Context: an optimization exercise on an open-source flow, tuned for small area and a short achievable clock period. The choices shown serve that exercise and are no tape-out recipe. Only simulation tests tie the RTL to the original design; equivalence was not proved. Power and IR drop assume default switching activity. No driver is modelled on the clock port, so clocking that relies on it looks cheaper here than on a real chip.

## design/flow/design.v

```verilog
module btb_sat #(
   parameter int ENTRIES  = 8,
   parameter int IDX_W    = 3,
   parameter int PC_W     = 32,
   parameter int CNT_W    = 2,
   parameter int CNT_INIT = 2
) (
   input  logic            clk,
   input  logic            reset,
   input  logic [PC_W-1:0] pc_in,
   output logic            hit,
   output logic            token,
   output logic [PC_W-1:0] next_pc_out,
   input  logic            is_req_pc,
   input  logic [PC_W-1:0] req_pc,
   input  logic [PC_W-1:0] predict_target,
   input  logic            req_taken,
   input  logic            flush
);
   localparam logic [CNT_W-1:0] CNT_MAX = '1;
   localparam logic [CNT_W-1:0] CNT_ALLOC = CNT_W'(CNT_INIT);
   logic             valid  [ENTRIES];
   logic [PC_W-1:0]  tag    [ENTRIES];
   logic [PC_W-1:0]  target [ENTRIES];
   logic [CNT_W-1:0] cnt    [ENTRIES];
   logic [IDX_W-1:0] rr_ptr;
   logic             f_hit;
   logic [IDX_W-1:0] f_idx;
   logic             u_hit;
   logic [IDX_W-1:0] u_idx;
   logic             free_found;
   logic [IDX_W-1:0] free_idx;
   logic [IDX_W-1:0] victim;
   function automatic logic [CNT_W-1:0] sat_inc(input logic [CNT_W-1:0] c);
      sat_inc = (c == CNT_MAX) ? c : c + CNT_W'(1);
   endfunction
   function automatic logic [CNT_W-1:0] sat_dec(input logic [CNT_W-1:0] c);
      sat_dec = (c == '0) ? c : c - CNT_W'(1);
   endfunction
   always_comb begin
      f_hit      = 1'b0;
      f_idx      = '0;
      u_hit      = 1'b0;
      u_idx      = '0;
      free_found = 1'b0;
      free_idx   = '0;
      for (int i = ENTRIES - 1; i >= 0; i--) begin
         if (valid[i] && (tag[i] == pc_in)) begin
            f_hit = 1'b1;
            f_idx = IDX_W'(i);
         end
         if (valid[i] && (tag[i] == req_pc)) begin
            u_hit = 1'b1;
            u_idx = IDX_W'(i);
         end
         if (!valid[i]) begin
            free_found = 1'b1;
            free_idx   = IDX_W'(i);
         end
      end
   end
   assign victim = free_found ? free_idx : rr_ptr;
   always_comb begin
      hit         = f_hit;
      token       = f_hit && cnt[f_idx][CNT_W-1];
      next_pc_out = pc_in;
      if (token) begin
         next_pc_out = target[f_idx];
      end
   end
   always_ff @(posedge clk) begin
      if (reset) begin
         for (int i = 0; i < ENTRIES; i++) begin
            valid[i]  <= 1'b0;
            tag[i]    <= '0;
            target[i] <= '0;
            cnt[i]    <= '0;
         end
         rr_ptr <= '0;
      end else if (flush) begin
         for (int i = 0; i < ENTRIES; i++) begin
            valid[i] <= 1'b0;
         end
         rr_ptr <= '0;
      end else if (is_req_pc) begin
         if (u_hit) begin
            if (req_taken) begin
               cnt[u_idx]    <= sat_inc(cnt[u_idx]);
               target[u_idx] <= predict_target;
            end else begin
               cnt[u_idx] <= sat_dec(cnt[u_idx]);
            end
         end else if (req_taken) begin
            valid[victim]  <= 1'b1;
            tag[victim]    <= req_pc;
            target[victim] <= predict_target;
            cnt[victim]    <= CNT_ALLOC;
            if (!free_found) begin
               rr_ptr <= rr_ptr + IDX_W'(1);
            end
         end
      end
   end
endmodule
```

## design/flow/run.sh

```bash
#!/bin/bash
# synth_recipe.tcl (not shown) runs the flow's synth.tcl, then flattens the netlist and writes it again
# the make line also repeats each setting of config.mk as NAME=value (left out here)
make -C /OpenROAD-flow-scripts/flow DESIGN_CONFIG=/design/flow/config.mk WORK_HOME=/design/flow/orfs CLKGATE_MAP_FILE= SYNTH_SCRIPT=/design/flow/synth_recipe.tcl finish
```

## design/flow/config.mk

```make
export PLATFORM = sky130hd
export DESIGN_NAME = btb_sat
export DESIGN_NICKNAME = btb_sat
export VERILOG_FILES = /design/flow/design.v
export SDC_FILE = /design/flow/constraint.sdc
export NUM_CORES = 4
export LEC_CHECK = 0
export CAP_MARGIN = 20
export CORE_MARGIN = 2
export CORE_UTILIZATION = 40
export SETUP_SLACK_MARGIN = 0.2
export SLEW_MARGIN = 20
```

## design/flow/constraint.sdc

```tcl
create_clock -name core_clock -period 8.0 [get_ports {clk}]
set_input_delay 1.6000 -clock core_clock [delete_from_list [all_inputs] [get_ports {clk}]]
set_output_delay 1.6000 -clock core_clock [all_outputs]
set_load 0.01 [all_outputs]
```

==> results.toml, run 1 <==
[worst_setup_path]
worst_r2r_endpoint = "target[6][1]"
crit_path_end_kind = "primary output"
reg2reg_from = "tag[2][8]"
crit_fanout = 21
crit_type = "in -> out"
crit_start = "pc_in[21]"
required_ns = 6.40
worstPathArrival_ns = 6.16
r2r_slack_ns = 3.48
start_kind = "input pin"
worstRegToRegCells = 10

[clock_network]
insertion_delay_ns = 0.62
clock-root-buffer = "clkbuf_16"
path_clk_slew_ns = 0.05
cts.sinks = 539
holdBufCountCts = 0
h-tree-depth = 3
cts_tree = "yes"
cts_made_buffers = 66
cts_max_path_buffers = 3

[die]
die_h_um = 283
num_rows = 102
core_region_area_mm2 = 0.0773
io_pins = 135
die-area_mm2 = 0.0803
initial_core_util = 0.404
die_w_um = 283

[min_path]
worstHoldPathCells = 2
hold_start = "rr_ptr[2]"
min_to = "rr_ptr[2]"
min_path_type = "reg -> reg"

[synth]
synth-adder-area-share = 0.000761
syn_avg_cell_area_um2 = 11.7
ys_seq_elements = 539
syn_area_mm2 = 0.0312
seq_area_frac_synth = 0.515
netlist_instances = 2676
synth-main-ff-cell = "edfxtp_1"
synth_edf_count = 528
synth_top_family_by_area = "simple AND/OR/NAND/NOR gates"
netlist.top_cell.by_area = "edfxtp_1"
yosys.area_share.simple = 0.209
ys_types = 69
synthMuxAreaShare = 0.0866
synth_warnings = 1
synth_compound_area_frac = 0.0220
synth-xor-area-share = 0.141
synth_fp_nets = 2778
synthTopCellsByArea = "edfxtp_1, xor2_1, and2_1"
yosysTopAreaCellShare = 0.508
synthTopCellsByCount = "edfxtp_1, and2_1, xor2_1"
yosysMostFrequentCell = "edfxtp_1"
async_flop_share = 0

[drt]
wirelength_um = 121000
vias_per_cell = 5.81
ant_nets = 0
wl_per_cell_um = 30.5
drt_pass1_iterations = 5
drc_errors = 0
dr_total_vias = 23000
drtIter0Drc = 2429

[power]
p_leak_nw = 14.4
ir_drop_v = 0.000138
powerDensity_mw_per_mm2 = 190

[layout]
fillerInstances = 7051
nets = 2963
area_growth_pct = 18.2
fin_area_mm2 = 0.0369
drive_gt1_frac = 0.130
diodes = 0

[place]
place_area_mm2 = 0.0347
post-place-ws_ns = 0.250
hpwl_um = 84100
port_buffers = 134
finalWeightedCongestion = 1.02

[outcome]
status = "complete, no violations"

[global_routing]
grt_pass1_vias = 22800
grt_max_degree = 65
track_usage = 0.294
grt_util_met3 = 0.0359
overflow = 0
met2_usage = 0.466
grt_antenna_before_repair = 6
grt_pass1_wl_um = 169000
grt-busiest-layer = "met2"
use_met1 = 0.411

[timing]
maxSlewViolCount = 0
timing.hold.ws_ns = 0.587
setup_slack_ns = 0.237
setup_viol = 0
worstMarginPinSlew_ns = 1.25
fin_worst_skew_ns = 0.0230
hold_viol = 0
setup_tns_ns = 0
finalCriticalPeriod_ns = 7.76
finalCritPeriodShare = 0.970
grt_setup_unrepaired = "no"
max_freq_mhz = 129
max_slew_margin = 0.167

[flow_run]
max_cap_violations = 0
[per-layer routing]
layer,wire length [µm],part of all wire,vias to the layer above
li1,-,-,9980
met1,52000,0.43,11700
met2,55400,0.46,1080
met3,8340,0.069,209
met4,5020,0.042,0
met5,0,0,-
[layout make-up]
type                    count  area (µm²)  area share
well taps                1040        1300      0.0353
multi-input cells        1932       14400       0.390
repair buffers            299        2920      0.0791
flip-flops and latches    539       16100       0.436
inverters                  23        86.3     0.00234
clock buffers              78        1720      0.0466
clock inverters            41         395      0.0107
[report_power, final]
part	total [mW]	internal [mW]	leakage (nW)	switching [mW]
Clock	2.98	1.74	1.03	1.24
Combinational	0.777	0.268	7.87	0.510
Sequential	3.26	3.20	5.53	0.0690
Total	7.02	5.20	14.4	1.82
[registers in the layout (all words and copies together) (netlist names)]
name    count
cnt        16
tag       256
target    256
valid       8
rr_ptr      3
[timing repair]
item	in CTS	in global routing
resized for setup	0	14
endpoints found under the setup margin	0	32
setup buffers	0	1
[cell families after synthesis]
group / Yosys count
AOI/OAI and AO/OA: 91
adders and majority gates: 2
muxes: 262
buffers and inverters: 205
and+or+nand+nor: 1075
xor gates and xnor gates: 502
DFF: 539
[worst max-delay path by stage]
stage | slack [ns] | depth (start not counted) | endpoint
3_3_place_gp | 0.27 | 13 | next_pc_out[8]
6_report | 0.24 | 14 | next_pc_out[6]
4_1_cts | 0.23 | 13 | next_pc_out[8]
2_1_floorplan | 1.61 | 13 | next_pc_out[0]
5_1_grt | 0.21 | 14 | next_pc_out[30]
3_5_place_dp | 0.25 | 13 | next_pc_out[3]
[placed cells by master, fill, tap and decap left out, types with 14 or more instances in the layout]
cell	n
nor2_1	38
mux2_2	65
clkinv_1	16
nand3_1	36
clkbuf_16	68
nand2_1	59
inv_1	21
o21ai_0	17
nor3_1	54
edfxtp_1	528
mux2i_1	197
nand4b_1	18
xor2_1	369
or2_2	20
and2_1	500
nand2b_1	46
nor4_1	169
or4_1	14
xnor2_1	132
clkdlybuf4s50_1	117
nand4_1	62
buf_4	134
buf_12	26
[metrics by stage]
stage	power, mW	instances	util
floorplan	3.69	2676	-
global placement	4.08	3831	0.449
detailed placement	4.08	3831	0.449
CTS	7.04	3950	0.476
global route	7.20	3952	0.477
finish	7.02	3952	0.477
[critical path, cell delays in order]
cell             delay [ns]
clkdlybuf4s50_1        0.80
xor2_1                 0.24
nor4_1                 0.23
nand4_1                0.14
or4_1                  0.64
o21ai_0                0.20
nand2_1                0.16
a311oi_4               0.31
buf_12                 0.17
mux2_2                 0.33
o221a_2                0.30
buf_12                 0.18
mux2_2                 0.27
clkdlybuf4s50_1        0.56
==> run 2, diff against run 1 <==
==> design/flow/design.v (replaced) <==
module btb_sat #(
   parameter int ENTRIES  = 8,
   parameter int IDX_W    = 3,
   parameter int PC_W     = 32,
   parameter int CNT_W    = 2,
   parameter int CNT_INIT = 2
) (
   input  logic            clk,
   input  logic            reset,
   input  logic [PC_W-1:0] pc_in,
   output logic            hit,
   output logic            token,
   output logic [PC_W-1:0] next_pc_out,
   input  logic            is_req_pc,
   input  logic [PC_W-1:0] req_pc,
   input  logic [PC_W-1:0] predict_target,
   input  logic            req_taken,
   input  logic            flush
);
   logic [PC_W-1:0]  tag    [ENTRIES];
   logic [PC_W-1:0]  target [ENTRIES];
   logic [CNT_W-1:0] cnt    [ENTRIES];
   logic [IDX_W-1:0] ptr;
   logic             full;
   logic [ENTRIES-1:0] valid;
   logic [ENTRIES-1:0] f_match;
   logic [ENTRIES-1:0] f_sel;
   logic [ENTRIES-1:0] u_match;
   logic               u_hit;
   logic               alloc;
   logic [PC_W-1:0]    f_target;
   always_comb begin
      for (int i = 0; i < ENTRIES; i++) begin
         valid[i]   = full || (ptr > IDX_W'(i));
         f_match[i] = valid[i] && (tag[i] == pc_in);
         f_sel[i]   = f_match[i] && cnt[i][CNT_W-1];
         u_match[i] = valid[i] && (tag[i] == req_pc);
      end
   end
   assign u_hit = |u_match;
   assign alloc = is_req_pc && req_taken && !u_hit;
   always_comb begin
      f_target = '0;
      for (int i = 0; i < ENTRIES; i++) begin
         f_target = f_target | ({PC_W{f_sel[i]}} & target[i]);
      end
   end
   assign hit         = |f_match;
   assign token       = |f_sel;
   assign next_pc_out = token ? f_target : pc_in;
   always_ff @(posedge clk) begin
      if (reset || flush) begin
         ptr  <= '0;
         full <= 1'b0;
      end else if (alloc) begin
         ptr <= ptr + IDX_W'(1);
         if (ptr == IDX_W'(ENTRIES - 1)) begin
            full <= 1'b1;
         end
      end
   end
   always_ff @(posedge clk) begin
      for (int i = 0; i < ENTRIES; i++) begin
         if (is_req_pc) begin
            if (u_match[i]) begin
               if (req_taken) begin
                  tag[i]    <= req_pc;
                  target[i] <= predict_target;
                  if (cnt[i] != '1) cnt[i] <= cnt[i] + CNT_W'(1);
               end else begin
                  if (cnt[i] != '0) cnt[i] <= cnt[i] - CNT_W'(1);
               end
            end else if (alloc && ptr == IDX_W'(i)) begin
               tag[i]    <= req_pc;
               target[i] <= predict_target;
               cnt[i]    <= CNT_W'(CNT_INIT);
            end
         end
      end
   end
endmodule
--- a/design/flow/config.mk
+++ b/design/flow/config.mk
@@ -7,2 +7,3 @@
 export LEC_CHECK = 0
+export ABC_CLOCK_PERIOD_IN_PS = 4000
 export CAP_MARGIN = 20
@@ -10,3 +11,3 @@
 export CORE_UTILIZATION = 40
-export SETUP_SLACK_MARGIN = 0.2
+export SETUP_SLACK_MARGIN = 3.0
 export SLEW_MARGIN = 20
==> results.toml, run 2 <==
[drt]
drc_errors = 0
m1WireLength_um = 37300
vias_per_cell = 6.03
drtIter0Drc = 2099
drt_pass1_iterations = 5
top_layer = "met5"
ant_nets = 0
dr_wl_met2_um = 43200
wl_per_cell_um = 33.2
wirelength_um = 95600
dr_total_vias = 17400
wl_met3_um = 7900

[synth]
async_flop_share = 0
netlist_instances = 1710
seq_area_frac_synth = 0.643
syn_area_mm2 = 0.0248
ys_seq_elements = 532
synth_fp_nets = 1817
synthTopCellsByArea = "edfxtp_1, xor2_1, xnor2_1"
yosysMostFrequentCell = "edfxtp_1"
synthTopCellsByCount = "edfxtp_1, xor2_1, xnor2_1"
synth_edf_count = 528
netlist.top_cell.by_area = "edfxtp_1"
yosysTopAreaCellShare = 0.640
ys_types = 47
synth-main-ff-cell = "edfxtp_1"
syn_avg_cell_area_um2 = 14.5
synth_warnings = 4

[die]
io_pins = 135
initial_core_util = 0.403
core_region_area_mm2 = 0.0615
die-area_mm2 = 0.0640
die_h_um = 253
num_rows = 91
die_w_um = 253

[clock_network]
cts.sinks = 532
clock-root-buffer = "clkbuf_16"
cts_tree = "yes"
insertion_delay_ns = 0.65
cts_max_path_buffers = 3
cts_made_buffers = 57
h-tree-depth = 2
path_clk_slew_ns = 0.05

[worst_setup_path]
crit_cells = 14
crit_fanout = 8
crit_top_cell = "buf_12"
crit_type = "in -> out"
reg2reg_from = "ptr[0]"
start_kind = "input pin"
worst_r2r_endpoint = "target[4][10]"
cpLargestDelayFamily = "simple AND/OR/NAND/NOR gates"
crit_slowest_cell = "nor4_4"
slowest_delay_ns = 0.44
worstRegToRegCells = 13
path_buf_inv = 6
crit_path_end_kind = "primary output"
crit_start = "pc_in[19]"
crit_end = "next_pc_out[29]"
required_ns = 6.40
r2r_slack_ns = 3.73
worstPathArrival_ns = 4.22
crit_chain = "buf_2, buf_12, xor2_2, nor4_2, nand3_4, nor4_4, buf_4, a2111oi_4, nand2_2, buf_12, buf_12, nand4_1, o21a_1, buf_2"

[power]
powerDensity_mw_per_mm2 = 196
p_leak_nw = 10.8
ir_drop_v = 0.000180
finalPower_mw = 6.28

[timing]
max_slew_margin = 0.241
hold_viol = 0
setup_tns_ns = 0
grt_setup_unrepaired = "yes"
maxSlewViolCount = 0
timing.hold.ws_ns = 0.632
finalCriticalPeriod_ns = 5.82
worstMarginPinSlew_ns = 1.14
max_freq_mhz = 172
setup_viol = 0
fin_worst_skew_ns = 0.0535
finalCritPeriodShare = 0.728

[min_path]
hold_start = "cnt[3][0]"
min_path_type = "reg -> reg"

[layout]
final_common_cell = "edfxtp_1"
nets = 2156
reg_top3 = "tag (256), target (256), cnt (16)"
drive_gt1_frac = 0.239
utilization = 0.522
area_growth_pct = 29.5
mostFrequentLayoutCells = "edfxtp_1, xor2_1, xnor2_1"

[place]
finalWeightedCongestion = 1.00
port_buffers = 134
hpwl_um = 57600

[global_routing]
grt_pass1_wl_um = 131000
grt_antenna_before_repair = 1
grt_max_degree = 65
track_usage = 0.295
overflow = 0
grt_pass1_vias = 17100

[flow_run]
max_cap_violations = 0

[outcome]
status = "complete, no violations"
[run 2: cell types whose count changed after synthesis, sizes merged, moves of 53 or more]
cell and delta:
xnor2 +53, mux2i -196, a22oi +63, nor4 -69
mux2 -65, and2 -499, buf +62, clkbuf -141
[run 2: power breakdown]
group	switching, mW	leakage (nW)	internal (mW)	total [mW]
Combinational	0.319	5.10	0.192	0.512
Sequential	0.0127	4.83	3.09	3.10
Clock	1.15	0.908	1.52	2.67
[run 2: stage by stage]
stage	area, µm²	cells	setup slack (ns)
floorplan	25100	1710	2.96
global placement	27700	2636	0.577
detailed placement	27700	2636	0.591
CTS	31500	2855	2.24
global route	32100	2883	2.13
finish	32100	2884	2.18
[run 2: layout make-up]
| cell class | count | area (µm²) |
|---|---|---|
| sequential | 532 | 15900 |
| multi-input combinational | 1067 | 8990 |
| clock inverter | 34 | 363 |
| tap | 790 | 988 |
| antenna | 1 | 2.50 |
| inverter | 9 | 33.8 |
| clock buffer | 69 | 1490 |
| timing repair buffer | 382 | 4300 |
| fill | 5118 | 29400 |
[run 2: worst reg2reg max path: cells and delay by family, from the launching register on]
| kind | cells | cell delay, ns |
|---|---|---|
| and+or+nand+nor | 7 | 2.34 |
| buffers and inverters | 4 | 0.75 |
| DFF | 1 | 0.42 |
| AOI/OAI and AO/OA | 1 | 0.24 |
| adders and majority gates | 1 | 0.18 |
[run 2: layer usage]
layer  vias to the layer above  GRT usage
li1                       7149          -
met1                      8852      0.382
met2                      1096      0.458
met3                       296     0.0478
met4                         2      0.194
met5                         -          0
[run 2: worst min-delay path by stage]
stage                endpoint  slack (ns)  cells after the start
floorplan                full        0.56                      2
global placement    cnt[5][0]        0.60                      1
detailed placement  cnt[5][0]        0.62                      1
CTS                 cnt[5][0]        0.63                      1
global route        cnt[0][0]        0.64                      1
finish              cnt[3][0]        0.63                      1
[run 2: logic make-up after synthesis]
group                    share of synthesized area
buffers and inverters                       0.0248
AND/OR/NAND/NOR                             0.0814
AO/OA/AOI/OAI                               0.0606
flip-flops                                   0.643
XOR/XNOR                                     0.187
adder cells (fa/ha/maj)                    0.00303
multiplexers                              0.000404
[run 2: what timing repair did]
action | 4_1_cts | 5_1_grt
gates cloned | 22 | 4
setup endpoints to repair | 551 | 352
setup buffers | 94 | 24
gates resized for setup | 470 | 79
pin swaps | 58 | 23
hold buffers | 0 | 0
==> run 3, diff against run 2 <==
--- a/design/flow/config.mk
+++ b/design/flow/config.mk
@@ -10,3 +10,4 @@
 export CORE_MARGIN = 2
-export CORE_UTILIZATION = 40
+export CORE_UTILIZATION = 70
+export PLACE_DENSITY = 0.8
 export SETUP_SLACK_MARGIN = 3.0
==> results.toml, run 3 <==
[outcome]
status = "finished with violations"
violations = "capacitance limit, slew limit"

[worst_setup_path]
crit_path_end_kind = "primary output"
crit_fanout = 9
worstPathArrival_ns = 5.12
worstRegToRegCells = 11
required_ns = 6.40
start_kind = "input pin"
crit_slowest_cell = "xor2_1"
r2r_slack_ns = 2.89
crit_chain = "buf_8, xor2_1, nor4_4, nand4_1, nor4_4, buf_4, nor4_4, nand2_2, buf_4, buf_6, buf_16, buf_12, buf_4, o21a_1, buf_2"
crit_type = "in -> out"
worst_r2r_endpoint = "tag[6][25]"
slowest_delay_ns = 0.77
reg2reg_from = "ptr[0]"

[clock_network]
cts_made_buffers = 52
clock-root-buffer = "clkbuf_16"
cts_max_path_buffers = 3
cts_tree = "yes"
path_clk_slew_ns = 0.06
holdBufCountCts = 0
insertion_delay_ns = 0.67
cts.sinks = 532
h-tree-depth = 2

[timing]
hold_viol = 0
fin_worst_skew_ns = 0.0565
worstMarginPinSlew_ns = 1.51
max_slew_margin = -0.0127
timing.hold.ws_ns = 0.636
setup_tns_ns = 0
setup_viol = 0
finalCritPeriodShare = 0.839
grt_setup_unrepaired = "yes"
max_freq_mhz = 149
maxSlewViolCount = 2
setup_slack_ns = 1.28
finalCriticalPeriod_ns = 6.72

[place]
finalWeightedCongestion = 1.03
post-place-ws_ns = 0.619
port_buffers = 134
place_area_mm2 = 0.0270
dp.cells = 2283
hpwl_um = 51200

[drt]
drt_pass1_iterations = 9
vias_per_cell = 7.87
wirelength_um = 103000
dr_total_vias = 19800
drc_errors = 0
drtIter0Drc = 3521
wl_per_cell_um = 41.1
ant_nets = 0

[synth]
synthTopCellsByArea = "edfxtp_1, xor2_1, xnor2_1"
syn_avg_cell_area_um2 = 14.5
synth_warnings = 4
async_flop_share = 0
synthTopCellsByCount = "edfxtp_1, xor2_1, xnor2_1"
synth_edf_count = 528
synth-main-ff-cell = "edfxtp_1"
netlist_instances = 1710
seq_area_frac_synth = 0.643
ys_seq_elements = 532
ys_types = 47
yosysTopAreaCellShare = 0.640
netlist.top_cell.by_area = "edfxtp_1"
synth_fp_nets = 1817
yosysMostFrequentCell = "edfxtp_1"
syn_area_mm2 = 0.0248

[layout]
nets = 2121
drive_gt1_frac = 0.230
final_common_cell = "edfxtp_1"
mostFrequentLayoutCells = "edfxtp_1, xor2_1, xnor2_1"
final-instance-count-excl-fill = 2510
utilization = 0.898
area_growth_pct = 25.8
fin_area_mm2 = 0.0312
reg_top3 = "tag (256), target (256), cnt (16)"

[power]
ir_drop_v = 0.000259
p_leak_nw = 10.5
powerDensity_mw_per_mm2 = 197
finalPower_mw = 6.15

[die]
die-area_mm2 = 0.0369
die_w_um = 192
initial_core_util = 0.714
num_rows = 68
die_h_um = 192
io_pins = 135
core_region_area_mm2 = 0.0347

[global_routing]
overflow = 0
grt_pass1_wl_um = 131000
grt_max_degree = 65
grt_antenna_before_repair = 8
track_usage = 0.517
grt_pass1_vias = 18600

[min_path]
hold_start = "cnt[3][0]"
min_path_type = "reg -> reg"
min_to = "cnt[3][0]"
worstHoldPathCells = 1

[flow_run]
max_cap_violations = 1
## run 3: cell counts after synthesis
No cell type changed its count.
## run 3: how the worst max path moves through the flow
stage / start / to / slack (ns) / depth (start not counted)
floorplan: pc_in[29] / next_pc_out[11] / 2.96 / 9
global placement: pc_in[8] / next_pc_out[10] / 0.69 / 11
detailed placement: pc_in[8] / next_pc_out[10] / 0.62 / 11
CTS: pc_in[15] / next_pc_out[10] / 2.25 / 16
global route: pc_in[6] / next_pc_out[16] / 1.43 / 15
finish: pc_in[6] / next_pc_out[16] / 1.28 / 15
## run 3: layer usage
metal	part of all wire	vias to the layer above	wire (µm)	global-route usage
li1	-	7055	-	-
met1	0.29	9293	30000	0.621
met2	0.41	2572	42700	0.745
met3	0.18	842	18400	0.182
met4	0.12	4	12100	0.446
met5	0.00026	-	27	0
## run 3: layout make-up
| type | count | area, µm² |
|---|---|---|
| antenna | 5 | 12.5 |
| clock buffer | 61 | 1340 |
| fill | 1212 | 3540 |
| inverter | 9 | 33.8 |
| timing repair buffer | 352 | 3780 |
| clock inverter | 29 | 297 |
| sequential | 532 | 15900 |
| multi-input combinational | 1067 | 9220 |
| tap | 455 | 569 |
## run 3: what timing repair did
action | CTS | global route
resized for setup | 532 | 82
buffers inserted | 81 | 35
pin swaps | 45 | 37
cloned | 15 | 0
endpoints found under the setup margin | 548 | 548
## run 3: cell families (layout without fill, tap and decap cells)
logic type      Yosys count  after routing  share of synthesized area
compound gates          191            191                     0.0606
xor+xnor                529            529                      0.187
fa+ha+maj                 6              6                    0.00303
buf+inv                 112            451                     0.0248
flops                   532            532                      0.643
mux                       1              1                   0.000404
other cells               0              5                          0
simple gates            339            340                     0.0814
## run 3: report_power, final
part | switching, mW | internal (mW) | total (mW)
registers | 0.0182 | 3.08 | 3.10
logic | 0.346 | 0.190 | 0.536
clock network | 1.16 | 1.36 | 2.52
## run 3: critical path, delay by kind of cell
family                    cells  cell delay [ns]
AOI/OAI and AO/OA             1             0.20
buffers and inverters         8             1.22
and+or+nand+nor               5             1.30
xor gates and xnor gates      1             0.77
==> run 4, diff against run 3 <==
--- a/design/flow/config.mk
+++ b/design/flow/config.mk
@@ -10,4 +10,3 @@
 export CORE_MARGIN = 2
-export CORE_UTILIZATION = 70
-export PLACE_DENSITY = 0.8
+export CORE_UTILIZATION = 65
 export SETUP_SLACK_MARGIN = 3.0
==> results.toml, run 4 <==
[outcome]
status = "complete, no violations"

[clock_network]
cts_tree = "yes"
cts_max_path_buffers = 3
cts.sinks = 532
insertion_delay_ns = 0.62
cts_made_buffers = 53
h-tree-depth = 2
path_clk_slew_ns = 0.06
clock-root-buffer = "clkbuf_16"

[timing]
setup_viol = 0
worstMarginPinSlew_ns = 1.08
finalCriticalPeriod_ns = 5.84
setup_tns_ns = 0
grt_setup_unrepaired = "yes"
max_slew_margin = 0.274
hold_viol = 0
max_freq_mhz = 171
maxSlewViolCount = 0
finalCritPeriodShare = 0.730
fin_worst_skew_ns = 0.0213

[drt]
drt_pass1_iterations = 6
drc_errors = 0
vias_per_cell = 6.98
ant_nets = 0
drtIter0Drc = 2513
dr_total_vias = 17900
wirelength_um = 89100
wl_per_cell_um = 34.7

[die]
die_h_um = 199
die-area_mm2 = 0.0397
die_w_um = 199
core_region_area_mm2 = 0.0376
io_pins = 135
initial_core_util = 0.660
num_rows = 71

[synth]
netlist.top_cell.by_area = "edfxtp_1"
yosysMostFrequentCell = "edfxtp_1"
ys_types = 47
yosysTopAreaCellShare = 0.640
synth_edf_count = 528
seq_area_frac_synth = 0.643
synth_warnings = 4
syn_avg_cell_area_um2 = 14.5
synth-main-ff-cell = "edfxtp_1"
ys_seq_elements = 532
async_flop_share = 0
netlist_instances = 1710
synthTopCellsByCount = "edfxtp_1, xor2_1, xnor2_1"
synthTopCellsByArea = "edfxtp_1, xor2_1, xnor2_1"
synth_fp_nets = 1817
syn_area_mm2 = 0.0248

[layout]
reg_top3 = "tag (256), target (256), cnt (16)"
mostFrequentLayoutCells = "edfxtp_1, xor2_1, xnor2_1"
area_growth_pct = 24.1
final_common_cell = "edfxtp_1"
nets = 2117
drive_gt1_frac = 0.219
final-instance-count-excl-fill = 2564

[worst_setup_path]
start_kind = "input pin"
crit_path_end_kind = "primary output"
crit_end = "next_pc_out[24]"
worstRegToRegCells = 12
crit_fanout = 7
reg2reg_from = "ptr[0]"
crit_start = "pc_in[15]"
r2r_slack_ns = 3.87
required_ns = 6.40
crit_type = "in -> out"
worst_r2r_endpoint = "tag[3][30]"
worstPathArrival_ns = 4.24

[power]
p_leak_nw = 10.4
ir_drop_v = 0.000209
powerDensity_mw_per_mm2 = 197

[global_routing]
grt_antenna_before_repair = 1
track_usage = 0.456
overflow = 0
grt_pass1_wl_um = 124000
grt_pass1_vias = 17500
grt_max_degree = 65

[flow_run]
max_cap_violations = 0

[place]
hpwl_um = 53500
finalWeightedCongestion = 0.987
port_buffers = 134
dp.cells = 2355

[min_path]
min_path_type = "reg -> reg"
## run 4: metal layers
metal,global-route usage,part of all wire,up-vias
met4,0.362,0.087,2
met3,0.107,0.12,415
met2,0.676,0.45,1567
li1,-,-,7062
met5,0,0.000090,-
met1,0.580,0.34,8838
## run 4: worst min-delay path by stage
stage	slack, ns	depth (start not counted)	end	startpoint
floorplan	0.56	2	full	full
detailed placement	0.62	1	cnt[6][0]	cnt[6][0]
global placement	0.60	1	cnt[2][0]	cnt[2][0]
global route	0.64	1	cnt[2][0]	cnt[2][0]
finish	0.63	1	cnt[2][0]	cnt[2][0]
CTS	0.62	1	cnt[6][0]	cnt[6][0]
## run 4: worst max-delay path: stages
cell and delay (ns):
buf_2 0.20, buf_8 0.20, xor2_1 0.21, nor4_1 0.07, buf_4 0.14, nand2_1 0.14
nor4_4 0.07, buf_6 0.15, buf_6 0.12, buf_16 0.14, a22o_1 0.23, a221oi_1 0.43
nand4_1 0.22, o21a_1 0.17, buf_2 0.14
## run 4: cells by family after synthesis
kind of cell	after synthesis	synth area share
fa+ha+maj	6	0.00303
buf+inv	112	0.0248
compound gates	191	0.0606
mux	1	0.000404
flops	532	0.643
xor+xnor	529	0.187
simple gates	339	0.0814
## run 4: per-stage QoR
stage | area (µm²) | worst slack [ns] | total power [mW] | util | hold slack [ns]
final | 30800 | 2.16 | 6.05 | 0.819 | 0.626
after global routing | 30800 | 2.15 | 6.16 | 0.819 | 0.636
after detailed placement | 27200 | 0.877 | 3.59 | 0.725 | 0.616
after floorplan | 25100 | 2.96 | 3.36 | - | 0.557
after CTS | 30200 | 2.28 | 6.00 | 0.804 | 0.624
after global placement | 27200 | 0.891 | 3.59 | 0.724 | 0.603
## run 4: cell type report
| class | instances | area, µm² |
|---|---|---|
| tap | 511 | 639 |
| fill | 2022 | 6810 |
| clock inverter | 33 | 304 |
| clock buffer | 64 | 1390 |
| inverter | 9 | 33.8 |
| sequential | 532 | 15900 |
| multi-input combinational | 1068 | 8880 |
| antenna | 1 | 2.50 |
| timing repair buffer | 346 | 3590 |
## run 4: what timing repair did
action / in CTS / in global routing
gates resized for setup: 448 / 93
pin swaps: 30 / 36
hold buffers: 0 / 0
gates cloned: 15 / 1
setup buffers: 70 / 25
setup endpoints to repair: 558 / 421
## run 4: power breakdown
group	total, mW	internal [mW]	switching [mW]	leakage [nW]
registers	3.10	3.08	0.0137	4.83
clock network	2.47	1.37	1.10	0.821
logic	0.485	0.179	0.306	4.72
total	6.05	4.63	1.42	10.4
==> run 5, diff against run 4 <==
--- a/design/flow/config.mk
+++ b/design/flow/config.mk
@@ -11,2 +11,4 @@
 export CORE_UTILIZATION = 65
+export CTS_BUF_LIST = sky130_fd_sc_hd__clkbuf_8
+export CTS_CLUSTER_SIZE = 30
 export SETUP_SLACK_MARGIN = 3.0
==> results.toml, run 5 <==
[synth]
synth_warnings = 4
synthTopCellsByCount = "edfxtp_1, xor2_1, xnor2_1"
synthTopCellsByArea = "edfxtp_1, xor2_1, xnor2_1"
synth_edf_count = 528
seq_area_frac_synth = 0.643
yosysTopAreaCellShare = 0.640
syn_avg_cell_area_um2 = 14.5
async_flop_share = 0
syn_area_mm2 = 0.0248
ys_seq_elements = 532
synth-main-ff-cell = "edfxtp_1"
netlist_instances = 1710
ys_types = 47
netlist.top_cell.by_area = "edfxtp_1"
synth_fp_nets = 1817
yosysMostFrequentCell = "edfxtp_1"

[timing]
hold_viol = 0
setup_viol = 0
finalCriticalPeriod_ns = 5.85
worstMarginPinSlew_ns = 1.31
max_slew_margin = 0.124
timing.hold.ws_ns = 0.626
finalCritPeriodShare = 0.731
setup_tns_ns = 0
maxSlewViolCount = 0
fin_worst_skew_ns = 0.0567
max_freq_mhz = 171
grt_setup_unrepaired = "yes"

[layout]
nets = 2204
area_growth_pct = 26.9
reg_top3 = "tag (256), target (256), cnt (16)"
multi_input_area_mm2 = 0.00905
mostFrequentLayoutCells = "edfxtp_1, xor2_1, xnor2_1"
final_common_cell = "edfxtp_1"
diodes = 0
fillerInstances = 1924
seqCellArea_mm2 = 0.0159
final-instance-count-excl-fill = 2674
drive_gt1_frac = 0.252

[min_path]
hold_start = "cnt[2][0]"
min_path_type = "reg -> reg"

[die]
num_rows = 71
io_pins = 135
die_w_um = 199
initial_core_util = 0.660
die-area_mm2 = 0.0397
core_region_area_mm2 = 0.0376
die_h_um = 199

[global_routing]
grt_pass1_vias = 17900
track_usage = 0.462
grt_pass1_wl_um = 125000
overflow = 0
grt_antenna_before_repair = 1
grt_max_degree = 65

[clock_network]
path_clk_slew_ns = 0.06
cts_tree = "yes"
h-tree-depth = 3
holdBufCountCts = 0
insertion_delay_ns = 0.74
cts.sinks = 532
clock-root-buffer = "clkbuf_8"
cts_made_buffers = 85
cts_max_path_buffers = 3

[drt]
drt_pass1_iterations = 8
drtIter0Drc = 2816
vias_per_cell = 6.99
drc_errors = 0
wirelength_um = 94200
dr_total_vias = 18700
wl_per_cell_um = 35.2
ant_nets = 0

[flow_run]
max_cap_violations = 0

[place]
hpwl_um = 53500
finalWeightedCongestion = 0.987
port_buffers = 134
dp.cells = 2355

[worst_setup_path]
start_kind = "input pin"
crit_type = "in -> out"
reg2reg_from = "ptr[2]"
required_ns = 6.40
crit_path_end_kind = "primary output"
worstPathArrival_ns = 4.25
crit_start = "pc_in[5]"
crit_fanout = 6

[outcome]
status = "complete, no violations"

[power]
p_leak_nw = 10.8
ir_drop_v = 0.000212
powerDensity_mw_per_mm2 = 184
## run 5: cell counts after synthesis
No cell type changed its count.
## run 5: final cells by class
| class | instances | share of cell area |
|---|---|---|
| clock buffer | 85 | 0.0372 |
| clock inverter | 68 | 0.0109 |
| inverter | 9 | 0.00107 |
| multi-input combinational | 1068 | 0.288 |
| sequential | 532 | 0.506 |
| tap | 511 | 0.0203 |
| timing repair buffer | 401 | 0.137 |
## run 5: where the power goes
part / internal, mW / total, mW / switching [mW]
clock network: 1.01 / 2.17 / 1.16
logic: 0.201 / 0.522 / 0.321
registers: 3.09 / 3.10 / 0.0147
total: 4.30 / 5.80 / 1.50
## run 5: cell families after synthesis
group | Yosys count | share of synthesized area
flops | 532 | 0.643
fa+ha+maj | 6 | 0.00303
compound gates | 191 | 0.0606
simple gates | 339 | 0.0814
buf+inv | 112 | 0.0248
mux | 1 | 0.000404
xor+xnor | 529 | 0.187
## run 5: worst max-delay path, stage by stage
cell and delay (ns):
buf_12 0.12, buf_8 0.13, xor2_1 0.16, nor4_2 0.44, nand4_1 0.25, nor4_4 0.42, buf_4 0.19, buf_12 0.12
buf_12 0.15, a221oi_1 0.11, nand4_1 0.14, o21a_1 0.22, buf_2 0.16
## run 5: routing by layer
metal / global-route usage / up-vias / wire, µm
li1: - / 7250 / -
met1: 0.581 / 9069 / 30200
met2: 0.674 / 1880 / 41300
met3: 0.135 / 495 / 13600
met4: 0.361 / 2 / 9010
met5: 0 / - / 12
## run 5: final timing paths
| kind | slack (ns) | cells past startpoint | to |
|---|---|---|---|
| setup / recovery | 2.16 | 13 | next_pc_out[0] |
| hold / removal | 0.63 | 1 | cnt[2][0] |
| setup reg to reg | 3.96 | 10 | tag[5][29] |
| hold reg to reg | 0.63 | 1 | cnt[2][0] |
## run 5: repair_timing
action,4_1_cts,5_1_grt
setup buffers,93,56
pin swaps,39,61
resized for setup,464,155
endpoints found under the setup margin,550,364
gates cloned,15,2
## run 5: per-stage QoR
stage	cell area, µm²	setup slack, ns	utilization	power, mW
2_1_floorplan	25100	2.96	-	3.36
3_3_place_gp	27200	0.891	0.724	3.59
3_5_place_dp	27200	0.877	0.725	3.59
4_1_cts	30200	2.31	0.804	5.68
5_1_grt	31500	2.17	0.837	5.90
6_report	31500	2.16	0.837	5.80
==> run 6, diff against run 5 <==
==> design/flow/config.mk (replaced) <==
export PLATFORM = sky130hd
export DESIGN_NAME = btb_sat
export DESIGN_NICKNAME = btb_sat
export VERILOG_FILES = /design/flow/design.v
export SDC_FILE = /design/flow/constraint.sdc
export NUM_CORES = 4
export LEC_CHECK = 0
export ABC_CLOCK_PERIOD_IN_PS = 2500
export CAP_MARGIN = 20
export CORE_MARGIN = 2
export CORE_UTILIZATION = 75
export SETUP_SLACK_MARGIN = 5.0
export SLEW_MARGIN = 20
==> results.toml, run 6 <==
[synth]
synth_fp_nets = 1817
syn_avg_cell_area_um2 = 14.5
synthTopCellsByArea = "edfxtp_1, xor2_1, xnor2_1"
synth_edf_count = 528
synthTopCellsByCount = "edfxtp_1, xor2_1, xnor2_1"
syn_area_mm2 = 0.0248
seq_area_frac_synth = 0.643
ys_types = 47
synth_warnings = 4
synth-main-ff-cell = "edfxtp_1"
async_flop_share = 0
netlist.top_cell.by_area = "edfxtp_1"
yosysMostFrequentCell = "edfxtp_1"
netlist_instances = 1710
ys_seq_elements = 532
yosysTopAreaCellShare = 0.640

[clock_network]
cts_max_path_buffers = 3
cts_setup_buffers = 258
cts_made_buffers = 51
cts_resized = 987
holdBufCountCts = 0
cts.sinks = 532
h-tree-depth = 2
clock-root-buffer = "clkbuf_16"

[die]
io_pins = 135
die_w_um = 186
num_rows = 66
initial_core_util = 0.762
die_h_um = 186

[outcome]
failed_stage = "clock tree synthesis (4_1_cts)"
status = "did not finish"
tool.error = "[ERROR DPL-0038] Utilization greater than 100%, impossible to legalize"

[place]
finalWeightedCongestion = 1.01
hpwl_um = 51900
port_buffers = 134
dp.cells = 2266
post-place-ws_ns = 0.822
==> run 6: cell counts after synthesis <==
Identical to the previous run, type by type.
==> run 6: power by group through the flow <==
stage          clock (mW)  combinational [mW]  sequential [mW]
3_5_place_dp            0               0.428             3.16
3_3_place_gp            0               0.421             3.16
2_1_floorplan           0               0.230             3.15
==> run 6: kinds of logic after synthesis <==
family / count (synthesis) / synth area share
compound gates: 191 / 0.0606
buf+inv: 112 / 0.0248
flops: 532 / 0.643
fa+ha+maj: 6 / 0.00303
mux: 1 / 0.000404
simple gates: 339 / 0.0814
xor+xnor: 529 / 0.187
==> run 6: how the worst max path moves through the flow <==
stage | cells past startpoint | start | endpoint | slack, ns
floorplan | 8 | pc_in[29] | next_pc_out[13] | 2.95
global placement | 11 | pc_in[14] | next_pc_out[13] | 0.88
detailed placement | 11 | pc_in[14] | next_pc_out[13] | 0.82
==> run 6: per-stage QoR <==
stage          cell area [µm²]  hold slack [ns]
2_1_floorplan            25600            0.557
3_5_place_dp             27200            0.612
3_3_place_gp             27200            0.604
==> run 7, diff against run 6 <==
--- a/design/flow/config.mk
+++ b/design/flow/config.mk
@@ -7,7 +7,6 @@
 export LEC_CHECK = 0
-export ABC_CLOCK_PERIOD_IN_PS = 2500
 export CAP_MARGIN = 20
 export CORE_MARGIN = 2
-export CORE_UTILIZATION = 75
-export SETUP_SLACK_MARGIN = 5.0
+export CORE_UTILIZATION = 40
+export SETUP_SLACK_MARGIN = 0.2
 export SLEW_MARGIN = 20
==> results.toml, run 7 <==
[outcome]
status = "complete, no violations"

[layout]
final_common_cell = "edfxtp_1"
mostFrequentLayoutCells = "edfxtp_1, xor2_1, xnor2_1"
fin_area_mm2 = 0.0294
area_growth_pct = 18.5
diodes = 0
final-instance-count-excl-fill = 2737
nets = 2009
drive_gt1_frac = 0.101
reg_top3 = "tag (256), target (256), cnt (16)"

[drt]
wl_per_cell_um = 30.4
drc_errors = 0
wirelength_um = 83100
dr_total_vias = 16000
drt_pass1_iterations = 5
vias_per_cell = 5.85
drtIter0Drc = 1910
ant_nets = 0

[worst_setup_path]
crit_cells = 12
start_kind = "input pin"
worstRegToRegCells = 11
r2r_slack_ns = 3.66
crit_type = "in -> out"
crit_slowest_cell = "clkdlybuf4s50_1"
crit_end = "next_pc_out[14]"
reg2reg_from = "ptr[0]"
slowest_delay_ns = 1.28
crit_chain = "clkdlybuf4s50_1, buf_4, xnor2_1, nand2_1, nor4_1, and4_2, nor4_1, nand2_2, buf_12, nand4_1, o21a_1, clkdlybuf4s50_1"
cpLargestDelayFamily = "buffers and inverters"
crit_path_end_kind = "primary output"
worst_r2r_endpoint = "target[7][26]"
path_buf_inv = 4
worstPathArrival_ns = 5.64
crit_fanout = 35
crit_start = "pc_in[24]"
required_ns = 6.40

[global_routing]
overflow = 0
grt_antenna_before_repair = 0
grt_max_degree = 65
grt_pass1_vias = 15900
grt_pass1_wl_um = 117000
track_usage = 0.259

[die]
io_pins = 135
die-area_mm2 = 0.0640
num_rows = 91
initial_core_util = 0.403
die_w_um = 253
core_region_area_mm2 = 0.0615
die_h_um = 253

[flow_run]
max_cap_violations = 0

[synth]
ys_types = 47
syn_avg_cell_area_um2 = 14.5
yosysMostFrequentCell = "edfxtp_1"
synth_edf_count = 528
synthTopCellsByCount = "edfxtp_1, xor2_1, xnor2_1"
seq_area_frac_synth = 0.643
synth-main-ff-cell = "edfxtp_1"
async_flop_share = 0
netlist_instances = 1710
synth_warnings = 4
synthTopCellsByArea = "edfxtp_1, xor2_1, xnor2_1"
netlist.top_cell.by_area = "edfxtp_1"
ys_seq_elements = 532
synth_fp_nets = 1817
syn_area_mm2 = 0.0248
yosysTopAreaCellShare = 0.640

[power]
finalPower_mw = 6.06
ir_drop_v = 0.000177
powerDensity_mw_per_mm2 = 206
p_leak_nw = 9.39

[place]
finalWeightedCongestion = 0.941
place_area_mm2 = 0.0276
post-place-ws_ns = 0.838
dp.cells = 2633
port_buffers = 134
hpwl_um = 55600

[timing]
maxSlewViolCount = 0
setup_tns_ns = 0
setup_viol = 0
grt_setup_unrepaired = "no"
hold_viol = 0
max_freq_mhz = 138
max_slew_margin = 0.173
setup_slack_ns = 0.763
fin_worst_skew_ns = 0.0413
finalCritPeriodShare = 0.905
finalCriticalPeriod_ns = 7.24
worstMarginPinSlew_ns = 1.24

[clock_network]
cts_max_path_buffers = 3
cts_setup_buffers = 0
insertion_delay_ns = 0.64
path_clk_slew_ns = 0.06
cts.sinks = 532
cts_tree = "yes"
h-tree-depth = 2
clock-root-buffer = "clkbuf_16"
holdBufCountCts = 0
cts_made_buffers = 56
cts_resized = 0

[min_path]
min_path_type = "reg -> reg"
hold_start = "cnt[2][0]"
-- run 7: metal layers --
layer  share of wire  vias up  GRT usage
li1                -     6848          -
met1            0.41     8186      0.349
met2            0.47      800      0.417
met3           0.074      173     0.0388
met4           0.048        0      0.111
met5               0        -          0
-- run 7: worst min path at each step --
stage | to | slack, ns | cells past startpoint
after floorplan | full | 0.56 | 2
after global placement | cnt[2][0] | 0.61 | 1
after detailed placement | cnt[5][0] | 0.62 | 1
after CTS | cnt[5][0] | 0.63 | 1
after global routing | cnt[6][0] | 0.65 | 1
final | cnt[2][0] | 0.62 | 1
-- run 7: where the power goes --
part | leakage [nW] | switching (mW) | total (mW) | internal (mW)
Sequential | 4.83 | 0.0121 | 3.10 | 3.09
Combinational | 3.71 | 0.284 | 0.453 | 0.169
Clock | 0.846 | 1.10 | 2.51 | 1.40
-- run 7: cell families (layout without fill, tap and decap cells) --
| group | after synthesis | count (layout) | share of synthesized area |
|---|---|---|---|
| AO/OA/AOI/OAI | 191 | 191 | 0.0606 |
| XOR/XNOR | 529 | 529 | 0.187 |
| adder cells (fa/ha/maj) | 6 | 6 | 0.00303 |
| buffers and inverters | 112 | 349 | 0.0248 |
| flip-flops | 532 | 532 | 0.643 |
| multiplexers | 1 | 1 | 0.000404 |
| AND/OR/NAND/NOR | 339 | 339 | 0.0814 |
-- run 7: final cells by class --
type | instances | area (µm²)
Clock buffer | 72 | 1480
Inverter | 9 | 33.8
Fill cell | 5409 | 32100
Timing Repair Buffer | 237 | 2290
Tap cell | 790 | 988
Multi-Input combinational cell | 1066 | 8380
Clock inverter | 31 | 263
Sequential cell | 532 | 15900
-- run 7: per-stage QoR --
stage           util  hold WS, ns
3_5_place_dp   0.449        0.620
4_1_cts        0.477        0.627
2_1_floorplan      -        0.557
3_3_place_gp   0.449        0.606
6_report       0.478        0.624
5_1_grt        0.478        0.647
==> run 8, diff against run 7 <==
==> design/flow/flow/run.sh (new file) <==
#!/bin/bash
set -euo pipefail
export BUFFER_PORTS_ARGS="-buffer_cell sky130_fd_sc_hd__buf_2"
export RECOVER_POWER=100
bash standard.sh > standard.log 2>&1
==> design/flow/standard.sh (new file) <==
#!/bin/bash
# synth_recipe.tcl (not shown) runs the flow's synth.tcl, then flattens the netlist and writes it again
# the make line also repeats each setting of config.mk as NAME=value (left out here)
make -C /OpenROAD-flow-scripts/flow DESIGN_CONFIG=/design/flow/config.mk WORK_HOME=/design/flow/orfs CLKGATE_MAP_FILE= SYNTH_SCRIPT=/design/flow/synth_recipe.tcl "${@:-finish}"
--- a/design/flow/config.mk
+++ b/design/flow/config.mk
@@ -7,6 +7,7 @@
 export LEC_CHECK = 0
+export ABC_CLOCK_PERIOD_IN_PS = 4000
 export CAP_MARGIN = 20
 export CORE_MARGIN = 2
-export CORE_UTILIZATION = 40
-export SETUP_SLACK_MARGIN = 0.2
+export CORE_UTILIZATION = 65
+export SETUP_SLACK_MARGIN = 3.0
 export SLEW_MARGIN = 20
removed: design/flow/run.sh
==> results.toml, run 8 <==
[power]
p_int_mw = 4.48
switchingPower_mw = 1.34
powerDensity_mw_per_mm2 = 199
p_seq_frac = 0.533
p_leak_nw = 9.41
power_frac_clock = 0.394
combinationalPowerShare = 0.073
switching_share = 0.230
ir_drop_v = 0.000224
finalPower_mw = 5.82

[place]
port_buffers = 134
hpwl_um = 49100
finalWeightedCongestion = 0.996

[layout]
fillerInstances = 2275
area_growth_pct = 17.9
mostFrequentLayoutCells = "edfxtp_1, xor2_1, xnor2_1"
nets = 2011
final_common_cell = "edfxtp_1"
drive_gt1_frac = 0.146
reg_top3 = "tag (256), target (256), cnt (16)"
diodes = 0

[global_routing]
grt_max_degree = 65
grt_pass1_wl_um = 116000
grt_antenna_before_repair = 0
grt_pass1_vias = 16300
track_usage = 0.427
overflow = 0

[synth]
synthMuxAreaShare = 0.000404
synthTopCellsByArea = "edfxtp_1, xor2_1, xnor2_1"
synth_compound_area_frac = 0.0606
synth_fp_nets = 1817
netlist_instances = 1710
synth-xor-area-share = 0.187
synth-adder-area-share = 0.00303
synth_warnings = 4
yosysTopAreaCellShare = 0.640
synthTopCellsByCount = "edfxtp_1, xor2_1, xnor2_1"
seq_area_frac_synth = 0.643
syn_area_mm2 = 0.0248
ys_types = 47
yosysMostFrequentCell = "edfxtp_1"
ys_seq_elements = 532
yosys.area_share.simple = 0.0814
async_flop_share = 0
syn_avg_cell_area_um2 = 14.5
synth_top_family_by_area = "XOR/XNOR gates"
netlist.top_cell.by_area = "edfxtp_1"
synth-main-ff-cell = "edfxtp_1"
synth_edf_count = 528

[worst_setup_path]
crit_fanout = 16
start_kind = "input pin"
crit_path_end_kind = "primary output"
required_ns = 6.40
worstPathArrival_ns = 4.95
crit_type = "in -> out"

[timing]
finalCriticalPeriod_ns = 6.55
maxSlewViolCount = 144
setup_tns_ns = 0
worstMarginPinSlew_ns = 1.94
max_slew_margin = -0.294
setup_viol = 0
finalCritPeriodShare = 0.819
max_freq_mhz = 153
hold_viol = 0
timing.hold.ws_ns = 0.621
fin_worst_skew_ns = 0.0224
grt_setup_unrepaired = "yes"

[drt]
wl_per_cell_um = 34.4
ant_nets = 0
wirelength_um = 84500
vias_per_cell = 6.86
dr_total_vias = 16900
drtIter0Drc = 2116
drc_errors = 0
drt_pass1_iterations = 6

[die]
initial_core_util = 0.660
die_w_um = 199
num_rows = 71
io_pins = 135
core_region_area_mm2 = 0.0376
die_h_um = 199
die-area_mm2 = 0.0397

[min_path]
min_path_type = "reg -> reg"

[flow_run]
max_cap_violations = 8

[clock_network]
clock-root-buffer = "clkbuf_16"
holdBufCountCts = 0
insertion_delay_ns = 0.61
path_clk_slew_ns = 0.06
h-tree-depth = 2
cts_max_path_buffers = 3
cts_tree = "yes"
cts.sinks = 532
cts_made_buffers = 53

[outcome]
violations = "capacitance limit, slew limit"
status = "finished with violations"
[run 8: cell counts after synthesis]
No cell type changed its count.
[run 8: per-layer routing]
layer  routed length, µm  vias up  global-route usage
met5                   0        -                   0
met4                7480        0               0.320
met3               10100      344              0.0964
met2               37700     1340               0.647
met1               29200     8303               0.542
li1                    -     6863                   -
[run 8: timing repair]
action,4_1_cts,5_1_grt
pin swaps,54,13
buffers inserted,47,15
gates resized for setup,211,25
cloned,11,5
setup endpoints to repair,419,342
[run 8: final timing paths]
path	slack (ns)	from	to	cells past startpoint
setup reg to reg	2.83	ptr[0]	tag[6][14]	9
hold / removal	0.62	cnt[3][0]	cnt[3][0]	1
setup / recovery	1.45	pc_in[5]	next_pc_out[31]	13
hold reg to reg	0.62	cnt[3][0]	cnt[3][0]	1
[run 8: area by class of cell]
class | count | area [µm²] | area share
sequential | 532 | 15900 | 0.545
multi-input combinational | 1067 | 8830 | 0.302
timing repair buffer | 241 | 2240 | 0.0767
clock buffer | 74 | 1450 | 0.0495
tap | 511 | 639 | 0.0219
clock inverter | 21 | 108 | 0.00368
inverter | 9 | 33.8 | 0.00116
[run 8: metrics by stage]
| stage | cell area, µm² | std cells | util | setup WS [ns] |
|---|---|---|---|---|
| after CTS | 29100 | 2435 | 0.775 | 2.51 |
| after floorplan | 25100 | 1710 | - | 2.96 |
| after detailed placement | 25900 | 2282 | 0.690 | 1.24 |
| final | 29200 | 2455 | 0.778 | 1.45 |
| after global placement | 25900 | 2282 | 0.690 | 1.27 |
| after global routing | 29200 | 2455 | 0.778 | 1.37 |
[run 8: worst max-delay path: stages]
cell	delay, ns
buf_16	0.13
buf_4	0.14
xor2_1	0.14
nor4_1	0.43
nand2_1	0.30
nor4_1	0.28
clkbuf_1	0.42
nor4_4	0.09
nand2_1	0.14
clkbuf_1	0.64
buf_16	0.26
o21a_1	0.18
clkbuf_1	0.17
[run 8: cells by family (layout without fill, tap and decap cells)]
kind of cell,after synthesis,count (layout)
AO/OA/AOI/OAI,191,192
XOR/XNOR,529,529
adder cells (fa/ha/maj),6,6
buffers and inverters,112,345
flip-flops,532,532
multiplexers,1,1
AND/OR/NAND/NOR,339,339
[run 8: power groups by stage]
stage	registers, mW	logic (mW)	clock network (mW)
detailed placement	3.16	0.370	0
CTS	3.10	0.414	2.29
global placement	3.16	0.368	0
floorplan	3.15	0.209	0
global route	3.10	0.436	2.39
finish	3.10	0.427	2.29
==> run 9, diff against run 8 <==
==> design/flow/flow/run.sh (replaced) <==
#!/bin/bash
set -euo pipefail
export BUFFER_PORTS_ARGS="-buffer_cell sky130_fd_sc_hd__buf_2"
bash standard.sh > standard.log 2>&1
==> results.toml, run 9 <==
[clock_network]
h-tree-depth = 2
cts_made_buffers = 53
cts.sinks = 532
clock-root-buffer = "clkbuf_16"
path_clk_slew_ns = 0.06
cts_tree = "yes"
holdBufCountCts = 0
cts_max_path_buffers = 3
insertion_delay_ns = 0.61

[synth]
synthTopCellsByArea = "edfxtp_1, xor2_1, xnor2_1"
ys_types = 47
synthTopCellsByCount = "edfxtp_1, xor2_1, xnor2_1"
ys_seq_elements = 532
yosysMostFrequentCell = "edfxtp_1"
seq_area_frac_synth = 0.643
synth_fp_nets = 1817
syn_avg_cell_area_um2 = 14.5
synth_warnings = 4
async_flop_share = 0
synth_edf_count = 528
syn_area_mm2 = 0.0248
synth-main-ff-cell = "edfxtp_1"
netlist.top_cell.by_area = "edfxtp_1"
netlist_instances = 1710
yosysTopAreaCellShare = 0.640

[die]
initial_core_util = 0.660
core_region_area_mm2 = 0.0376
num_rows = 71
die_h_um = 199
die-area_mm2 = 0.0397
io_pins = 135
die_w_um = 199

[drt]
wirelength_um = 84500
drt_pass1_iterations = 5
dr_total_vias = 17000
wl_per_cell_um = 34.4
ant_nets = 0
drtIter0Drc = 2127
drc_errors = 0
vias_per_cell = 6.93

[timing]
finalCriticalPeriod_ns = 5.62
setup_tns_ns = 0
hold_viol = 0
timing.hold.ws_ns = 0.625
grt_setup_unrepaired = "yes"
max_slew_margin = 0.157
finalCritPeriodShare = 0.702
worstMarginPinSlew_ns = 1.25
setup_viol = 0
fin_worst_skew_ns = 0.0227
max_freq_mhz = 178
setup_slack_ns = 2.38
maxSlewViolCount = 0

[outcome]
status = "complete, no violations"

[layout]
nets = 2011
multi_input_area_mm2 = 0.00892
area_growth_pct = 19.0
seqCellArea_mm2 = 0.0159
final-instance-count-excl-fill = 2455
diodes = 0
drive_gt1_frac = 0.202
fin_area_mm2 = 0.0295
mostFrequentLayoutCells = "edfxtp_1, xor2_1, xnor2_1"
utilization = 0.785
reg_top3 = "tag (256), target (256), cnt (16)"
final_common_cell = "edfxtp_1"
fillerInstances = 2193

[worst_setup_path]
crit_type = "in -> out"
crit_path_end_kind = "primary output"
reg2reg_from = "ptr[0]"
start_kind = "input pin"
crit_fanout = 8
worstPathArrival_ns = 4.02
r2r_slack_ns = 3.64
worst_r2r_endpoint = "tag[6][14]"
required_ns = 6.40
worstRegToRegCells = 11

[global_routing]
grt_pass1_wl_um = 116000
grt_max_degree = 65
overflow = 0
track_usage = 0.427
grt_pass1_vias = 16300
grt_antenna_before_repair = 1

[power]
power_frac_clock = 0.393
powerDensity_mw_per_mm2 = 198
finalPower_mw = 5.83
ir_drop_v = 0.000223
switchingPower_mw = 1.34
p_seq_frac = 0.532
p_int_mw = 4.49
switching_share = 0.230
combinationalPowerShare = 0.075
p_leak_nw = 9.75

[place]
place_area_mm2 = 0.0259
post-place-ws_ns = 1.24
finalWeightedCongestion = 0.996
dp.cells = 2282
port_buffers = 134
hpwl_um = 49100

[min_path]
min_path_type = "reg -> reg"
hold_start = "cnt[3][0]"
worstHoldPathCells = 1
min_to = "cnt[3][0]"

[flow_run]
max_cap_violations = 0
[run 9: cell counts after synthesis]
Identical to the previous run, type by type.
[run 9: cell families after synthesis]
kind of cell	after synthesis	share of synthesized area
buffers and inverters	112	0.0248
AND/OR/NAND/NOR	339	0.0814
AO/OA/AOI/OAI	191	0.0606
XOR/XNOR	529	0.187
adder cells (fa/ha/maj)	6	0.00303
flip-flops	532	0.643
multiplexers	1	0.000404
[run 9: worst max path at each step]
| stage | startpoint | end | slack (ns) |
|---|---|---|---|
| after global placement | pc_in[6] | next_pc_out[15] | 1.27 |
| after detailed placement | pc_in[6] | next_pc_out[15] | 1.24 |
| after global routing | pc_in[16] | next_pc_out[21] | 2.35 |
| after CTS | pc_in[9] | next_pc_out[13] | 2.51 |
| final | pc_in[5] | next_pc_out[4] | 2.38 |
| after floorplan | pc_in[29] | next_pc_out[11] | 2.96 |
[run 9: power by group through the flow]
stage          combinational (mW)  clock, mW  sequential, mW
3_3_place_gp                0.368          0            3.16
6_report                    0.436       2.29            3.10
2_1_floorplan               0.209          0            3.15
4_1_cts                     0.414       2.29            3.10
5_1_grt                     0.446       2.39            3.10
3_5_place_dp                0.370          0            3.16
[run 9: final cells by class]
class	instances	area share
clock inverter	21	0.00365
multi-input combinational	1067	0.302
tap	511	0.0217
clock buffer	74	0.0490
inverter	9	0.00115
timing repair buffer	241	0.0820
sequential	532	0.540
[run 9: routing by layer]
layer,part of all wire,vias to the layer above,routed length [µm],global-route usage
met2,0.45,1389,37700,0.647
met5,0.000095,-,8,0
met3,0.12,368,10000,0.0964
met4,0.091,2,7680,0.320
li1,-,6870,-,-
met1,0.34,8379,29100,0.542
[run 9: worst max-delay path: stages]
cell and delay (ns):
buf_16 0.13, xor2_1 0.18, nor4_4 0.44, nand2_1 0.26, nor4_4 0.33, buf_4 0.18
a2111oi_4 0.04, nand2_2 0.15, buf_12 0.16, buf_16 0.16, nand4_1 0.11, o21a_1 0.13
buf_2 0.13
[run 9: timing repair]
| item | 4_1_cts | 5_1_grt |
|---|---|---|
| resized for setup | 211 | 25 |
| pin swaps | 54 | 13 |
| setup endpoints to repair | 419 | 342 |
| endpoints found under the hold margin | 0 | 0 |
| buffers inserted | 47 | 15 |
| cloned | 11 | 5 |
==> run 10, diff against run 9 <==
==> design/flow/flow/run.sh (replaced) <==
#!/bin/bash
set -euo pipefail
export BUFFER_PORTS_ARGS="-buffer_cell sky130_fd_sc_hd__buf_2"
export CTS_ARGS="-sink_clustering_enable -repair_clock_nets -dont_use_dummy_load -sink_clustering_size 30 -sink_clustering_max_diameter 100"
bash standard.sh > standard.log 2>&1
--- a/design/flow/config.mk
+++ b/design/flow/config.mk
@@ -11,3 +11,3 @@
 export CORE_UTILIZATION = 65
-export SETUP_SLACK_MARGIN = 3.0
+export SETUP_SLACK_MARGIN = 4.5
 export SLEW_MARGIN = 20
==> results.toml, run 10 <==
[outcome]
status = "complete, no violations"

[power]
p_leak_nw = 11.3
p_seq_frac = 0.621
powerDensity_mw_per_mm2 = 149
ir_drop_v = 0.000194
finalPower_mw = 4.98
power_frac_clock = 0.264
switchingPower_mw = 1.21
p_int_mw = 3.77
switching_share = 0.243
combinationalPowerShare = 0.115

[drt]
vias_per_cell = 7.53
dr_total_vias = 19500
wirelength_um = 106000
ant_nets = 0
drt_pass1_iterations = 7
drtIter0Drc = 3456
drc_errors = 0
wl_per_cell_um = 41.1

[worst_setup_path]
start_kind = "input pin"
crit_fanout = 11
worst_r2r_endpoint = "target[4][25]"
r2r_slack_ns = 3.51
crit_type = "in -> out"
crit_path_end_kind = "primary output"
worstPathArrival_ns = 4.56
required_ns = 6.40
reg2reg_from = "ptr[0]"
worstRegToRegCells = 18

[synth]
async_flop_share = 0
synth_edf_count = 528
netlist.top_cell.by_area = "edfxtp_1"
synth-main-ff-cell = "edfxtp_1"
synth_fp_nets = 1817
netlist_instances = 1710
syn_area_mm2 = 0.0248
ys_types = 47
synth_warnings = 4
synthTopCellsByArea = "edfxtp_1, xor2_1, xnor2_1"
yosysMostFrequentCell = "edfxtp_1"
synthTopCellsByCount = "edfxtp_1, xor2_1, xnor2_1"
ys_seq_elements = 532
yosysTopAreaCellShare = 0.640
syn_avg_cell_area_um2 = 14.5
seq_area_frac_synth = 0.643

[timing]
finalCritPeriodShare = 0.770
setup_viol = 0
setup_tns_ns = 0
worstMarginPinSlew_ns = 1.05
maxSlewViolCount = 0
max_slew_margin = 0.299
timing.hold.ws_ns = 0.653
grt_setup_unrepaired = "yes"
finalCriticalPeriod_ns = 6.16
fin_worst_skew_ns = 0.0263
setup_slack_ns = 1.84
hold_viol = 0
max_freq_mhz = 162

[flow_run]
max_cap_violations = 0

[clock_network]
h-tree-depth = 1
cts.sinks = 532
clock-root-buffer = "clkbuf_16"
cts_tree = "yes"
path_clk_slew_ns = 0.11
cts_max_path_buffers = 3
insertion_delay_ns = 0.59
cts_made_buffers = 21
holdBufCountCts = 0

[place]
post-place-ws_ns = 1.32
place_area_mm2 = 0.0261
finalWeightedCongestion = 0.959
dp.cells = 2279
port_buffers = 134
hpwl_um = 49100

[layout]
fillerInstances = 1398
final_common_cell = "edfxtp_1"
multi_input_area_mm2 = 0.00993
area_growth_pct = 35.3
seqCellArea_mm2 = 0.0159
nets = 2182
utilization = 0.893
mostFrequentLayoutCells = "edfxtp_1, xor2_1, xnor2_1"
final-instance-count-excl-fill = 2586
reg_top3 = "tag (256), target (256), cnt (16)"
drive_gt1_frac = 0.316
fin_area_mm2 = 0.0335

[die]
io_pins = 135
die-area_mm2 = 0.0397
die_w_um = 199
core_region_area_mm2 = 0.0376
num_rows = 71
die_h_um = 199
initial_core_util = 0.660

[global_routing]
grt_pass1_vias = 17900
grt_max_degree = 34
overflow = 0
grt_pass1_wl_um = 131000
grt_antenna_before_repair = 4
track_usage = 0.486

[min_path]
hold_start = "cnt[3][0]"
worstHoldPathCells = 1
min_to = "cnt[3][0]"
min_path_type = "reg -> reg"
run 10: cell counts after synthesis:
No cell type changed its count.
run 10: timing repair:
action                                  CTS  global route
pin swaps                                62            67
resized for setup                       494           161
endpoints found under the setup margin  570           569
buffers inserted                        144            65
gates cloned                             66             9
run 10: power by group through the flow:
stage	Sequential (mW)	Combinational, mW	Clock, mW
global placement	3.15	0.367	0
CTS	3.09	0.482	1.28
finish	3.10	0.574	1.31
global route	3.10	0.570	1.36
floorplan	3.15	0.228	0
detailed placement	3.16	0.370	0
run 10: per-layer routing:
metal	wire length, µm	GRT usage
met1	31200	0.585
met2	44800	0.722
met3	18200	0.154
met4	12100	0.396
met5	30	0
run 10: critical path, cell delays in order:
cell and delay (ns):
buf_6 0.24, xor2_4 0.16, nor4_4 0.88, nand2_2 0.18, nor4_4 0.26, buf_6 0.17, a2111oi_4 0.04, nand2_2 0.13
buf_4 0.15, buf_12 0.14, nand4_1 0.21, o21a_1 0.21, buf_2 0.16
run 10: cell families after synthesis:
| logic type | Yosys count | synth area share |
|---|---|---|
| buffers and inverters | 112 | 0.0248 |
| AND/OR/NAND/NOR | 339 | 0.0814 |
| AO/OA/AOI/OAI | 191 | 0.0606 |
| adder cells (fa/ha/maj) | 6 | 0.00303 |
| flip-flops | 532 | 0.643 |
| multiplexers | 1 | 0.000404 |
| XOR/XNOR | 529 | 0.187 |
run 10: worst max path at each step:
stage,start,endpoint,slack [ns],depth (start not counted)
floorplan,pc_in[29],next_pc_out[13],2.95,8
global placement,pc_in[21],next_pc_out[31],1.32,11
global route,pc_in[21],next_pc_out[24],1.90,13
finish,pc_in[21],next_pc_out[28],1.84,13
detailed placement,pc_in[21],next_pc_out[2],1.32,11
CTS,pc_in[4],next_pc_out[24],2.42,15
run 10: layout make-up:
type / instances / share of cell area
clock buffer: 21 / 0.0157
timing repair buffer: 444 / 0.193
inverter: 9 / 0.00101
sequential: 532 / 0.475
multi-input combinational: 1067 / 0.296
tap: 511 / 0.0191
antenna: 2 / 0.000149

==> static timing again, ports no longer ideal <==
In the flow no input, the clock included, has a driving cell. The finished layouts below were timed again as built, in two steps. Step 1: set_driving_cell puts a clkbuf_16 on clk and a buf_2 on each other input, an assumption about the parent block. Step 2 moves the port delays by t, midway between the first and last clock arrival at a register: inputs arrive t later, outputs are due t later. That takes back most of the time a late clock gives input paths. Three values: ideal, step 1, step 2; two values: the first two.
| run | t (ns) | setup WS [ns] | clock arrival spread, ns | slew at the worst register clock pin (ns) |
|---|---|---|---|---|
| run 1 | 0.667 | 0.237 / 0.205 / 0.205 | 0.023 / 0.023 | 0.06 / 0.06 |
| run 2 | 0.686 | 2.177 / 2.131 / 2.131 | 0.053 / 0.053 | 0.07 / 0.07 |
| run 3 | 0.695 | 1.284 / 1.210 / 1.210 | 0.057 / 0.057 | 0.10 / 0.10 |
| run 4 | 0.670 | 2.161 / 2.131 / 2.131 | 0.022 / 0.022 | 0.07 / 0.07 |
| run 5 | 0.765 | 2.155 / 2.106 / 2.106 | 0.057 / 0.056 | 0.08 / 0.08 |
| run 7 | 0.679 | 0.763 / 0.739 / 0.739 | 0.041 / 0.041 | 0.07 / 0.07 |
| run 8 | 0.654 | 1.449 / 1.388 / 0.877 | 0.023 / 0.022 | 0.07 / 0.07 |
| run 9 | 0.659 | 2.381 / 2.295 / 2.295 | 0.023 / 0.023 | 0.07 / 0.07 |
| run 10 | 0.634 | 1.843 / 1.773 / 1.773 | 0.026 / 0.026 | 0.12 / 0.12 |
For run 8, which loses most, drivers alone change the setup slack by -0.061 ns; drivers and shift together by -0.572 ns.
